This design comes from an exercise in tuning for small area on the open sky130 flow, not from production work.
Where RTL was checked, it was by simulation tests only, not by an equivalence proof against the original.
Power figures rest on the tool's default switching activity, not on a simulated workload.

==> inputs of build 4 <==
==> flow/design.v <==
package rmt_pkg;
    function automatic int node_count(input int depth);
        node_count = (1 << depth) - 1;
    endfunction
    function automatic int leaf_count(input int depth);
        leaf_count = 1 << depth;
    endfunction
    function automatic int child_index(input int node, input logic go_right);
        child_index = 2 * node + (go_right ? 2 : 1);
    endfunction
    function automatic int leaf_offset(input int depth);
        leaf_offset = node_count(depth);
    endfunction
    function automatic int node_idx_width(input int depth);
        node_idx_width = depth + 1;
    endfunction
endpackage
module rmt_level_stage
#(
    parameter int DATA_WIDTH = 32,
    parameter int LEVEL      = 0,
    localparam int NB        = 1 << LEVEL,
    localparam int PW        = (LEVEL > 0) ? LEVEL : 1
) (
    input  logic                     clk,
    input  logic                     reset,
    input  logic                     in_valid,
    input  logic [DATA_WIDTH-1:0]    in_key,
    input  logic [PW-1:0]            in_path,
    input  logic [NB*DATA_WIDTH-1:0] bounds,
    output logic                     out_valid,
    output logic [DATA_WIDTH-1:0]    out_key,
    output logic [LEVEL:0]           out_path
);
    logic [DATA_WIDTH-1:0] bound;
    logic                  go_right;
    always_comb begin
        bound = '0;
        for (int j = 0; j < NB; j++)
            if (LEVEL == 0 || in_path == PW'(j))
                bound = bound | bounds[j*DATA_WIDTH +: DATA_WIDTH];
    end
    always_comb begin
        go_right = 1'b1;
        for (int i = 0; i < DATA_WIDTH; i++)
            go_right = (in_key[i] & ~bound[i]) | ((in_key[i] | ~bound[i]) & go_right);
    end
    always_ff @(posedge clk) begin
        if (reset) out_valid <= 1'b0;
        else       out_valid <= in_valid;
    end
    always_ff @(posedge clk) out_key <= in_key;
    if (LEVEL == 0) begin : g_root
        always_ff @(posedge clk) out_path <= go_right;
    end else begin : g_inner
        always_ff @(posedge clk) out_path <= {in_path, go_right};
    end
endmodule
module range_match_tree_param
#(
    parameter int DATA_WIDTH = 32,
    parameter int DEPTH      = 5,
    parameter int RIDS_WIDTH = 32,
    localparam int NODE_W    = rmt_pkg::node_idx_width(DEPTH),
    localparam int NODES     = rmt_pkg::node_count(DEPTH),
    localparam int LEAVES    = rmt_pkg::leaf_count(DEPTH),
    localparam int WDATA_W   = (DATA_WIDTH > RIDS_WIDTH) ? DATA_WIDTH : RIDS_WIDTH
) (
    input  logic                  clk,
    input  logic                  reset,
    input  logic                  in_valid,
    input  logic [DATA_WIDTH-1:0] in_key,
    input  logic                  cfg_we,
    input  logic                  cfg_sel,
    input  logic [NODE_W-1:0]     cfg_addr,
    input  logic [WDATA_W-1:0]    cfg_wdata,
    output logic                  out_valid,
    output logic [RIDS_WIDTH-1:0] out_rids,
    output logic [DEPTH-1:0]      out_leaf
);
    logic [NODES*DATA_WIDTH-1:0]  bnd;
    logic [RIDS_WIDTH-1:0]        rids_mem [LEAVES];
    logic [DATA_WIDTH-1:0] wdata_b;
    logic [RIDS_WIDTH-1:0] wdata_r;
    assign wdata_b = cfg_wdata[DATA_WIDTH-1:0] & {DATA_WIDTH{~reset}};
    assign wdata_r = cfg_wdata[RIDS_WIDTH-1:0] & {RIDS_WIDTH{~reset}};
    for (genvar i = 0; i < NODES; i++) begin : g_bnd
        logic we;
        assign we = reset | (cfg_we & ~cfg_sel & (cfg_addr == NODE_W'(i)));
        always_ff @(posedge clk)
            if (we) bnd[i*DATA_WIDTH +: DATA_WIDTH] <= wdata_b;
    end
    for (genvar i = 0; i < LEAVES; i++) begin : g_rids
        logic we;
        assign we = reset | (cfg_we & cfg_sel & (cfg_addr == NODE_W'(i)));
        always_ff @(posedge clk)
            if (we) rids_mem[i] <= wdata_r;
    end
    logic                  s_valid [DEPTH+1];
    logic [DATA_WIDTH-1:0] s_key   [DEPTH+1];
    logic                  s0_valid;
    logic [DATA_WIDTH-1:0] s0_key;
    always_ff @(posedge clk) begin
        if (reset) s0_valid <= 1'b0;
        else       s0_valid <= in_valid;
    end
    always_ff @(posedge clk) s0_key <= in_key;
    assign s_valid[0] = s0_valid;
    assign s_key[0]   = s0_key;
    logic [DEPTH-1:0] leaf;
    for (genvar lvl = 0; lvl < DEPTH; lvl++) begin : g_level
        localparam int PW = (lvl > 0) ? lvl : 1;
        logic [PW-1:0]  path_in;
        logic [lvl:0]   path_out;
        rmt_level_stage #(
            .DATA_WIDTH(DATA_WIDTH),
            .LEVEL     (lvl)
        ) u_stage (
            .clk      (clk),
            .reset    (reset),
            .in_valid (s_valid[lvl]),
            .in_key   (s_key[lvl]),
            .in_path  (path_in),
            .bounds   (bnd[((1 << lvl) - 1)*DATA_WIDTH +: (1 << lvl)*DATA_WIDTH]),
            .out_valid(s_valid[lvl+1]),
            .out_key  (s_key[lvl+1]),
            .out_path (path_out)
        );
        if (lvl == 0) begin : g_p0
            assign path_in = 1'b0;
        end else begin : g_pn
            assign path_in = g_level[lvl-1].path_out;
        end
        if (lvl == DEPTH-1) begin : g_leaf
            assign leaf = path_out;
        end
    end
    logic [RIDS_WIDTH-1:0] rids_rd;
    always_comb begin
        rids_rd = '0;
        for (int j = 0; j < LEAVES; j++)
            if (leaf == DEPTH'(j)) rids_rd = rids_rd | rids_mem[j];
    end
    always_ff @(posedge clk) begin
        if (reset) begin
            out_valid <= 1'b0;
            out_rids  <= '0;
            out_leaf  <= '0;
        end else begin
            out_valid <= s_valid[DEPTH];
            if (s_valid[DEPTH]) begin
                out_rids <= rids_rd;
                out_leaf <= leaf;
            end
        end
    end
endmodule
==> flow/run.sh <==
#!/bin/bash
# synth_recipe.tcl (not shown) runs the flow's synth.tcl, then flattens the netlist and writes it again
# the make line also repeats each setting of config.mk as NAME=value (left out here)
make -C /OpenROAD-flow-scripts/flow DESIGN_CONFIG=/design/flow/config.mk WORK_HOME=/design/flow/orfs CLKGATE_MAP_FILE= SYNTH_SCRIPT=/design/flow/synth_recipe.tcl finish
==> flow/config.mk <==
export PLATFORM = sky130hd
export DESIGN_NAME = range_match_tree_param
export DESIGN_NICKNAME = range_match_tree_param
export VERILOG_FILES = /design/flow/design.v
export SDC_FILE = /design/flow/constraint.sdc
export NUM_CORES = 4
export LEC_CHECK = 0
export CAP_MARGIN = 20
export CORE_MARGIN = 2
export CORE_UTILIZATION = 40
export SLEW_MARGIN = 20
==> flow/constraint.sdc <==
create_clock -name core_clock -period 6.0 [get_ports {clk}]
set_input_delay 1.2000 -clock core_clock [delete_from_list [all_inputs] [get_ports {clk}]]
set_output_delay 1.2000 -clock core_clock [all_outputs]
set_load 0.01 [all_outputs]
==> build 30: changes against build 4 <==
==> flow/design.v, changed modules only <==
module rmt_level_stage
#(
    parameter int DATA_WIDTH = 32,
    parameter int DEPTH      = 4,
    localparam int NODE_W    = rmt_pkg::node_idx_width(DEPTH)
) (
    input  logic                  clk,
    input  logic                  reset,
    input  logic                  in_valid,
    input  logic [DATA_WIDTH-1:0] in_key,
    input  logic [NODE_W-1:0]     in_node,
    input  logic [DATA_WIDTH-1:0] bound,
    output logic                  out_valid,
    output logic [DATA_WIDTH-1:0] out_key,
    output logic [NODE_W-1:0]     out_node
);
    logic go_right;
    assign go_right = (in_key >= bound);
    always_ff @(posedge clk) begin
        if (reset) begin
            out_valid <= 1'b0;
            out_key   <= '0;
            out_node  <= '0;
        end else begin
            out_valid <= in_valid;
            out_key   <= in_key;
            out_node  <= NODE_W'(rmt_pkg::child_index(int'(in_node), go_right));
        end
    end
endmodule
module range_match_tree_param
#(
    parameter int DATA_WIDTH = 32,
    parameter int DEPTH      = 5,
    parameter int RIDS_WIDTH = 32,
    localparam int NODE_W    = rmt_pkg::node_idx_width(DEPTH),
    localparam int NODES     = rmt_pkg::node_count(DEPTH),
    localparam int LEAVES    = rmt_pkg::leaf_count(DEPTH),
    localparam int WDATA_W   = (DATA_WIDTH > RIDS_WIDTH) ? DATA_WIDTH : RIDS_WIDTH
) (
    input  logic                  clk,
    input  logic                  reset,
    input  logic                  in_valid,
    input  logic [DATA_WIDTH-1:0] in_key,
    input  logic                  cfg_we,
    input  logic                  cfg_sel,
    input  logic [NODE_W-1:0]     cfg_addr,
    input  logic [WDATA_W-1:0]    cfg_wdata,
    output logic                  out_valid,
    output logic [RIDS_WIDTH-1:0] out_rids,
    output logic [DEPTH-1:0]      out_leaf
);
    localparam logic [NODE_W-1:0] NODES_LIMIT  = NODE_W'(NODES);
    localparam logic [NODE_W-1:0] LEAVES_LIMIT = NODE_W'(LEAVES);
    localparam logic [NODE_W-1:0] LEAF_BASE    = NODE_W'(rmt_pkg::leaf_offset(DEPTH));
    logic [DATA_WIDTH-1:0] bound_mem [NODES];
    logic [RIDS_WIDTH-1:0] rids_mem  [LEAVES];
    logic                  s_valid [DEPTH+1];
    logic [DATA_WIDTH-1:0] s_key   [DEPTH+1];
    logic [NODE_W-1:0]     s_node  [DEPTH+1];
    logic                  s0_valid;
    logic [DATA_WIDTH-1:0] s0_key;
    logic [DEPTH-1:0]      leaf;
    logic                  unused_last_key;
    always_ff @(posedge clk) begin
        if (reset) begin
            for (int i = 0; i < NODES; i++)  bound_mem[i] <= '0;
            for (int i = 0; i < LEAVES; i++) rids_mem[i]  <= '0;
        end else if (cfg_we) begin
            if (!cfg_sel && (cfg_addr < NODES_LIMIT))
                bound_mem[cfg_addr[DEPTH-1:0]] <= cfg_wdata[DATA_WIDTH-1:0];
            if (cfg_sel && (cfg_addr < LEAVES_LIMIT))
                rids_mem[cfg_addr[DEPTH-1:0]] <= cfg_wdata[RIDS_WIDTH-1:0];
        end
    end
    always_ff @(posedge clk) begin
        if (reset) begin
            s0_valid <= 1'b0;
            s0_key   <= '0;
        end else begin
            s0_valid <= in_valid;
            s0_key   <= in_key;
        end
    end
    assign s_valid[0] = s0_valid;
    assign s_key[0]   = s0_key;
    assign s_node[0]  = '0;
    for (genvar lvl = 0; lvl < DEPTH; lvl++) begin : g_level
        rmt_level_stage #(
            .DATA_WIDTH(DATA_WIDTH),
            .DEPTH     (DEPTH)
        ) u_stage (
            .clk      (clk),
            .reset    (reset),
            .in_valid (s_valid[lvl]),
            .in_key   (s_key[lvl]),
            .in_node  (s_node[lvl]),
            .bound    (bound_mem[s_node[lvl][DEPTH-1:0]]),
            .out_valid(s_valid[lvl+1]),
            .out_key  (s_key[lvl+1]),
            .out_node (s_node[lvl+1])
        );
    end
    assign leaf            = DEPTH'(s_node[DEPTH] - LEAF_BASE);
    assign unused_last_key = ^s_key[DEPTH];
    always_ff @(posedge clk) begin
        if (reset) begin
            out_valid <= 1'b0;
            out_rids  <= '0;
            out_leaf  <= '0;
        end else begin
            out_valid <= s_valid[DEPTH];
            if (s_valid[DEPTH]) begin
                out_rids <= rids_mem[leaf];
                out_leaf <= leaf;
            end
        end
    end
endmodule
==> flow_summary_export.csv <==
group,metric,value,unit
routing,drt-vias-per-instance,5.93,
placement,dpl.hpwl,217000,microns
synth,syn_avg_cell_area,15.4,sq um
run_status,status,"finished clean",
cells_and_area,multi_input_area_share,0.358,
(the above is from build 30)
==> flow_summary_export.csv <==
group,metric,value,unit
placement,dpl.hpwl,140000,microns
run_status,status,"finished clean",
routing,drt-vias-per-instance,6.04,
synth,syn_avg_cell_area,18.0,sq um
(the above is from build 4)
No functional check of the RTL was part of build 30.

==> inputs of run R <==
Another version of the RTL of range_match_tree_param (not shown whole).
Settings: LEC_CHECK=0, CAP_MARGIN=20, CORE_MARGIN=2, CORE_UTILIZATION=40, SLEW_MARGIN=20, SYNTH_HIERARCHICAL=1; clock period 6.0 ns.
run.sh (not shown) runs the stock make flow with config.mk's settings and CLKGATE_MAP_FILE= SYNTH_SCRIPT=/design/flow/synth_recipe.tcl, a recipe that flattens the netlist after the stock synthesis.
==> inputs of run B, as changes to run R <==
==> flow/flow/run.sh (new file) <==
#!/bin/bash
# Standard layout with two changes:
#  - after the standard synthesis, every combinational cell is set to the smallest drive
#    strength of its type (flip-flops untouched); repair sizes up what timing needs;
#  - the port buffers are sky130_fd_sc_hd__buf_1 instead of the resizer's default pick.
# Each tool's output goes to a log file of its own in this folder.
set -euo pipefail
R=orfs/results/${FLOW_PLATFORM}/range_match_tree_param/base
LIB=${FLOW_HOME}/platforms/${FLOW_PLATFORM}/lib/sky130_fd_sc_hd__tt_025C_1v80.lib

bash standard.sh synth > synth.log 2>&1

cp "$R/1_2_yosys.v" "$R/1_2_yosys.standard.v"
python3 flow/downsize.py "$LIB" "$R/1_2_yosys.standard.v" "$R/1_2_yosys.v" > downsize.log 2>&1
rm -f "$R/1_synth.odb"
bash standard.sh synth > synth_odb.log 2>&1

export BUFFER_PORTS_ARGS="-buffer_cell sky130_fd_sc_hd__buf_1"
bash standard.sh > layout.log 2>&1
==> flow/flow/downsize.py (new file) <==
#!/usr/bin/env python3
"""Set every combinational cell of a synthesized netlist to the smallest drive strength of
its type, keeping the pins: buffers and repair later size up what timing needs.
Flip-flops and every other sequential cell are left as they are.
usage: downsize.py LIBERTY NETLIST_IN NETLIST_OUT"""
import re
import sys
from collections import Counter

lib, src, dst = sys.argv[1:4]
PFX = "sky130_fd_sc_hd__"

cells = {}  # name -> (area, frozenset of pin names, sequential)
cur = None
pins = set()
seq = False
area = 0.0
depth = 0
for line in open(lib):
    m = re.match(r'\s*cell\s*\(\s*"?(\w+)"?\s*\)', line)
    if m:
        if cur:
            cells[cur] = (area, frozenset(pins), seq)
        cur, pins, seq, area = m.group(1), set(), False, 0.0
        continue
    if cur is None:
        continue
    m = re.match(r'\s*area\s*:\s*([\d.]+)', line)
    if m:
        area = float(m.group(1))
    m = re.match(r'\s*pin\s*\(\s*"?(\w+)"?\s*\)', line)
    if m:
        pins.add(m.group(1))
    if re.match(r'\s*(ff|latch|statetable)\s*\(', line):
        seq = True
if cur:
    cells[cur] = (area, frozenset(pins), seq)

# Same type = same name up to the trailing _<drive>.
smallest = {}
for name, (a, p, s) in cells.items():
    m = re.match(r'(' + PFX + r'\w+?)_(\d+)$', name)
    if not m or s:
        continue
    base = m.group(1)
    best = smallest.get(base)
    if best is None or a < cells[best][0]:
        smallest[base] = name

changed = Counter()
out = []
for line in open(src):
    m = re.match(r'(\s*)(' + PFX + r'\w+?)_(\d+)(\s+.*)$', line, re.S)
    if m:
        name = f"{m.group(2)}_{m.group(3)}"
        new = smallest.get(m.group(2))
        if new and new != name and name in cells and not cells[name][2] \
                and cells[new][1] == cells[name][1] and cells[new][0] < cells[name][0]:
            line = m.group(1) + new + m.group(4)
            changed[f"{name} -> {new}"] += 1
    out.append(line)
open(dst, "w").writelines(out)
for k, v in sorted(changed.items()):
    print(f"{v:6d} {k}")
==> flow/standard.sh (new file) <==
#!/bin/bash
# synth_recipe.tcl (not shown) runs the flow's synth.tcl, then flattens the netlist and writes it again
# the make line also repeats each setting of config.mk as NAME=value (left out here)
make -C /OpenROAD-flow-scripts/flow DESIGN_CONFIG=/design/flow/config.mk WORK_HOME=/design/flow/orfs CLKGATE_MAP_FILE= SYNTH_SCRIPT=/design/flow/synth_recipe.tcl "${@:-finish}"
--- a/flow/config.mk
+++ b/flow/config.mk
@@ -6,7 +6,10 @@
 export NUM_CORES = 4
 export LEC_CHECK = 0
-export CAP_MARGIN = 20
+export CAP_MARGIN = 5
 export CORE_MARGIN = 2
-export CORE_UTILIZATION = 40
-export SLEW_MARGIN = 20
+export CORE_UTILIZATION = 55
+export CTS_BUF_LIST = sky130_fd_sc_hd__clkbuf_8
+export CTS_CLUSTER_DIAMETER = 45
+export CTS_CLUSTER_SIZE = 16
+export SLEW_MARGIN = 5
 export SYNTH_HIERARCHICAL = 1
removed: flow/run.sh
==> comparison table <==
| metric | run R | run B |
|---|---|---|
| Result of the run | finished clean | finished clean |
| Post-synthesis to final-layout area growth | 16.2% | 11.1% |
| Count of buffer and inverter cells on the critical path | 0 | 2 |
| Number of DRC violations after detailed-routing iteration 0 | 7451 | 7816 |
| Antenna violations before repair | 9 | 34 |
| # Taps | 2624 | 1876 |
| Worst-case register-to-register setup slack | 460 ps | 550 ps |
| Fraction of power consumed by sequential logic | 50.6% | 56.6% |
| Relative area of non-clock buffer cells in the final design | 2.84% | 1.83% |
| Die ar. | 0.200 mm2 | 0.144 mm2 |
| NumNets Final | 4562 | 4518 |
| Critical Path End | g_level[3].path[0] | g_level[4].path[0] |
| Clock skew after layout | 42.2 ps | 35.8 ps |
| Biggest cell delay along the critical path | 500 ps | 490 ps |
| Path class of the lowest-slack min-delay path | flop to flop | primary input to flop |
| Hold_sp | s_key[2][0] | in_key[31] |
| Via count | 43.4k | 43.3k |

[separate check: timing with driven ports]
The flow's constraints put no driver on any port. The routed layouts listed below were extracted and timed again, unchanged, in two steps.
Step 1 assumes that a clkbuf_16 drives the clock port and a buf_2 every other input.
Step 2, shift: input delay + t, output delay - t, t = (earliest + latest rising clock arrival at the registers) / 2. This alone moves slack from input paths to output paths.
Slacks: ideal ports / drivers / drivers and shift; pairs: ideal ports / drivers.
run | shift t [ns] | setup slack, ns | worst setup path at the end | worst register clock-pin slew, ns | worst data-port slew with drivers (ns)
build 4 | 0.931 | 0.903 / 0.903 / 0.903 | register to register | 0.07 / 0.07 | 0.23
build 30 | 1.010 | 0.985 / 0.985 / 0.985 | register to register | 0.07 / 0.07 | 0.15
run R | 0.942 | 0.456 / 0.456 / 0.456 | register to register | 0.07 / 0.07 | 0.15
run B | 1.008 | 0.552 / 0.552 / 0.552 | register to register | 0.11 / 0.11 | 0.20
After both steps every run listed still meets setup and hold.
